Background: an optimization exercise with open tools, aiming at small area, a short achievable clock period and few clock cycles per item. Do not read the settings as production practice. Only simulation tests tie the RTL to the original design; equivalence was not proved. Power and IR drop assume default switching activity.

== north ==
==> module sliding_window_anagram_match, before the edit <==
module sliding_window_anagram_match
#(
  parameter int MAX_PATTERN = 256,
  parameter int ALPHABET    = 26
) (
  input  logic                 clk,
  input  logic                 rst,
  input  logic                 s_tvalid,
  output logic                 s_tready,
  input  logic [swam_pkg::S_TDATA_W-1:0] s_tdata,    
  input  logic [swam_pkg::S_TUSER_W-1:0] s_tuser,    
  input  logic                 s_tlast,
  output logic                 m_tvalid,
  input  logic                 m_tready,
  output logic [swam_pkg::M_TDATA_W-1:0] m_tdata,    
  output logic                 m_tlast
);
  localparam int LW    = swam_pkg::LETTER_W;
  localparam int PTR_W = $clog2(MAX_PATTERN);           
  localparam int CNT_W = PTR_W + 1;                     
  localparam int FW    = 4;                             
  localparam int BL    = 1 << FW;                       
  localparam int NB    = MAX_PATTERN / BL - 1;          
  localparam int QD    = 4;                             
  logic          rdy_q, rdy_o;    
  logic          s_fire, sym_ok;
  logic          clr1, pat1, txt1, last1;
  logic [LW-1:0] let1;
  assign s_tready = rdy_o;
  assign s_fire   = s_tvalid && rdy_q;
  assign sym_ok   = s_tdata[LW-1:0] < LW'(ALPHABET);
  always_ff @(posedge clk) begin
    clr1  <= rst || (s_fire && s_tuser == swam_pkg::OP_CLEAR);
    pat1  <= !rst && s_fire && s_tuser == swam_pkg::OP_PATTERN && sym_ok;
    txt1  <= !rst && s_fire && s_tuser == swam_pkg::OP_TEXT && sym_ok;
    let1  <= s_tdata[LW-1:0];
    last1 <= s_tlast;
  end
  logic [CNT_W-1:0] plen_m1;       
  logic [PTR_W-1:0] tcnt;          
  logic             full;          
  logic             tstart;        
  logic             ovf;
  logic             lmax;          
  logic             clr, lnz, pat_add, pat_drop, txt_win, win_dec;
  logic [LW-1:0]    tap;           
  assign clr      = clr1;          
  assign lnz      = !plen_m1[CNT_W-1];
  assign pat_add  = pat1 && !tstart && !lmax;
  assign pat_drop = pat1 && !tstart && lmax;
  assign txt_win  = txt1 && lnz;
  assign win_dec  = txt_win && full;
  always_ff @(posedge clk) begin
    if (clr) begin
      plen_m1 <= '1;
      tcnt    <= '0;
      full    <= 1'b0;
      tstart  <= 1'b0;
      ovf     <= 1'b0;
      lmax    <= 1'b0;
    end else begin
      if (pat_add) begin
        plen_m1 <= plen_m1 + CNT_W'(1);
        lmax    <= (plen_m1 == CNT_W'(MAX_PATTERN - 2));
      end
      if (txt_win && !full) begin
        tcnt <= tcnt + PTR_W'(1);
        if (tcnt == plen_m1[PTR_W-1:0]) full <= 1'b1;
      end
      if (txt1) tstart <= 1'b1;
      if (pat_drop) ovf <= 1'b1;
    end
  end
  logic [PTR_W-FW-1:0] nblk;
  logic [LW-1:0]       blk_out [NB+1];
  logic [LW-1:0]       seg_in [FW+1];
  assign nblk       = plen_m1[PTR_W-1:FW];
  assign blk_out[0] = let1;
  for (genvar j = 0; j < NB; j++) begin : g_blk
    logic [LW*BL-1:0] sr;
    logic             en;
    assign en = txt_win && (nblk > (PTR_W-FW)'(j));
    always_ff @(posedge clk) begin
      if (en) sr <= {sr[LW*BL-LW-1:0], blk_out[j]};
    end
    assign blk_out[j+1] = sr[LW*BL-1 -: LW];
  end
  assign seg_in[FW] = blk_out[nblk];
  for (genvar k = FW - 1; k >= 0; k--) begin : g_seg
    localparam int N = 1 << k;
    logic [LW*N-1:0] sr;
    logic            en;
    assign en = txt_win && plen_m1[k];
    always_ff @(posedge clk) begin
      if (en) begin
        if (N == 1) sr <= seg_in[k+1];
        else        sr <= {sr[LW*N-LW-1:0], seg_in[k+1]};
      end
    end
    assign seg_in[k] = plen_m1[k] ? sr[LW*N-1 -: LW] : seg_in[k+1];
  end
  always_ff @(posedge clk) begin
    if (txt_win) tap <= seg_in[0];
  end
  logic [CNT_W-1:0]    diff [ALPHABET];
  logic [ALPHABET-1:0] dz;
  for (genvar i = 0; i < ALPHABET; i++) begin : g_cnt
    logic hit_new, hit_old, up, dn;
    assign hit_new = (let1 == LW'(i));
    assign hit_old = win_dec && (tap == LW'(i));
    assign up = txt_win && hit_new && !hit_old;
    assign dn = (pat_add && hit_new) || (hit_old && !hit_new);
    always_ff @(posedge clk) begin
      if (clr)     diff[i] <= CNT_W'(1);
      else if (up) diff[i] <= {diff[i][CNT_W-2:0], diff[i][8] ^ diff[i][4]};
      else if (dn) diff[i] <= {diff[i][0] ^ diff[i][5], diff[i][CNT_W-1:1]};
    end
    assign dz[i] = (diff[i] == CNT_W'(1));
  end
  logic v2, last2, found, match, found_o;
  always_ff @(posedge clk) begin
    v2    <= txt1 && !rst;
    last2 <= last1;
  end
  assign match   = !lnz || (full && (&dz));
  assign found_o = found || match;
  always_ff @(posedge clk) begin
    if (clr)     found <= 1'b0;
    else if (v2) found <= found_o;
  end
  logic [3:0]        q  [QD];      
  logic [QD-1:0]     qv;           
  logic [3:0]        q_in;
  logic              pop, rdy_next;
  logic              mvld;         
  logic [2:0]        base;
  assign q_in = {last2, ovf, found_o, match};
  assign pop  = qv[0] && m_tready;
  logic       hold0, take1;
  logic [3:0] q0_next;
  assign hold0   = !pop && qv[0];
  assign take1   = pop && qv[1];
  assign q0_next = ({4{hold0}} & q[0]) | ({4{take1}} & q[1]) |
                   ({4{!hold0 && !take1}} & q_in);
  always_ff @(posedge clk) begin
    q[0] <= q0_next;
    for (int j = 1; j < QD; j++) begin
      if (pop) begin
        if (j + 1 < QD && qv[j+1]) q[j] <= q[j+1];
        else if (v2 && qv[j])     q[j] <= q_in;
      end else begin
        if (v2 && !qv[j] && qv[j-1]) q[j] <= q_in;
      end
    end
    mvld <= !rst && (v2 || (pop ? qv[1] : qv[0]));
    if (rst) begin
      qv <= '0;
    end else begin
      case ({pop, v2})
        2'b10:   qv <= qv >> 1;
        2'b01:   qv <= {qv[QD-2:0], 1'b1};
        default: qv <= qv;
      endcase
    end
  end
  always_comb begin
    base = 3'(v2) + 3'(txt1);
    for (int j = 0; j < QD; j++) base = base + 3'(qv[j]);
    case (base)
      3'd0, 3'd1, 3'd2: rdy_next = 1'b1;
      3'd3:             rdy_next = !s_fire || pop;
      default:          rdy_next = pop;
    endcase
  end
  always_ff @(posedge clk) begin
    if (rst) rdy_q <= 1'b1;
    else     rdy_q <= rdy_next;
  end
  always_ff @(posedge clk) begin
    rdy_o <= rst || (base + 3'(s_fire) <= 3'(QD - 1) + 3'(pop));
  end
  assign m_tvalid = mvld;
  assign m_tdata  = {(swam_pkg::M_TDATA_W - 3)'(0), q[0][2:0]};
  assign m_tlast  = q[0][3];
endmodule
Settings: LEC_CHECK=0, CAP_MARGIN=20, CORE_MARGIN=2, CORE_UTILIZATION=70, CTS_BUF_LIST=sky130_fd_sc_hd__clkbuf_16, CTS_CLUSTER_DIAMETER=80, CTS_CLUSTER_SIZE=24, SLEW_MARGIN=20; clock period 13.0 ns.
standard.sh (not shown) runs the stock make flow with config.mk's settings and CLKGATE_MAP_FILE= SYNTH_SCRIPT=/design/flow/synth_recipe.tcl, a recipe that flattens the netlist after the stock synthesis.
==> flow/flow/run.sh <==
#!/bin/bash
set -uo pipefail
bash standard.sh \
  BUFFER_PORTS_ARGS="-buffer_cell sky130_fd_sc_hd__buf_4" \
  SETUP_SLACK_MARGIN=9.2 \
  finish > standard.log 2>&1
Both conditions hold for north: the flow ran to the end and the final layout passed the timing, design-rule and antenna checks.
Testbench counts of north, summed over its fixed seeds: cycles 77,933, items 52,211.
Modified inputs, south compared to north
diff --git a/flow/design.v b/flow/design.v
--- a/flow/design.v
+++ b/flow/design.v
@@ -30,17 +30,17 @@
   localparam int PTR_W = $clog2(MAX_PATTERN);           
   localparam int CNT_W = PTR_W + 1;                     
   localparam int FW    = 4;                             
   localparam int BL    = 1 << FW;                       
   localparam int NB    = MAX_PATTERN / BL - 1;          
   localparam int QD    = 4;                             
-  logic          rdy_q, rdy_o;    
+  logic          rdy_q;
   logic          s_fire, sym_ok;
   logic          clr1, pat1, txt1, last1;
   logic [LW-1:0] let1;
-  assign s_tready = rdy_o;
+  assign s_tready = rdy_q;
   assign s_fire   = s_tvalid && rdy_q;
   assign sym_ok   = s_tdata[LW-1:0] < LW'(ALPHABET);
   always_ff @(posedge clk) begin
     clr1  <= rst || (s_fire && s_tuser == swam_pkg::OP_CLEAR);
     pat1  <= !rst && s_fire && s_tuser == swam_pkg::OP_PATTERN && sym_ok;
     txt1  <= !rst && s_fire && s_tuser == swam_pkg::OP_TEXT && sym_ok;
@@ -184,13 +184,10 @@
     endcase
   end
   always_ff @(posedge clk) begin
     if (rst) rdy_q <= 1'b1;
     else     rdy_q <= rdy_next;
   end
-  always_ff @(posedge clk) begin
-    rdy_o <= rst || (base + 3'(s_fire) <= 3'(QD - 1) + 3'(pop));
-  end
   assign m_tvalid = mvld;
   assign m_tdata  = {(swam_pkg::M_TDATA_W - 3)'(0), q[0][2:0]};
   assign m_tlast  = q[0][3];
 endmodule
[summary]
- south | status: complete | timing, DRC, antenna: pass
- Between south and north, the fraction of power consumed by the clock network figures differ only marginally.
- When south is set beside north, its maximum clock frequency turns out to be about 0.9% smaller.
- Summary of the comparison: clock period minus worst slack is higher in south, relative to north.
- Looking at post-layout total power across both flows, south is the stronger of the two, with north trailing.
- Cell count after synthesis, south vs north: down slightly
- In south, multiplexer fraction of the synthesized cell area is higher than in north.
- In south, the maximum vdd drop came out about 15% below the value in north.
- Final worst-path cycle share for south: 0.27 points up relative to north
- On global-route track usage on met2, south and north are neck and neck.
Testbench counts of south, summed over its fixed seeds: cycles 77,933, items 52,211.

==> separate check: timing with driven ports <==
How much do the figures lean on ideal ports? The routed layouts below were timed once more, with nothing changed but the port constraints. Step 1 sets driving cells, clkbuf_16 on the clock port and buf_2 on the other inputs (assumed; they add their load-dependent delay and slew). Step 2, shift: input delay + t, output delay - t, t = (earliest + latest rising clock arrival at the registers) / 2. This alone moves slack from input paths to output paths. Slacks: no drivers / after step 1 / after step 2; pairs: no drivers / after step 1.
run	shift t [ns]	setup slack, ns	worst setup path at the end	slew at the worst register clock pin (ns)	cell pins on the clock port's net
north	0.698	9.307 / 9.238 / 8.877	input to register	0.10 / 0.10	1
south	0.709	9.272 / 9.202 / 8.982	input to register	0.10 / 0.10	1
After both steps setup and hold are still met in every run listed. The setup slack of north, which loses most, moves by -0.069 ns with the drivers and by -0.430 ns with both steps.
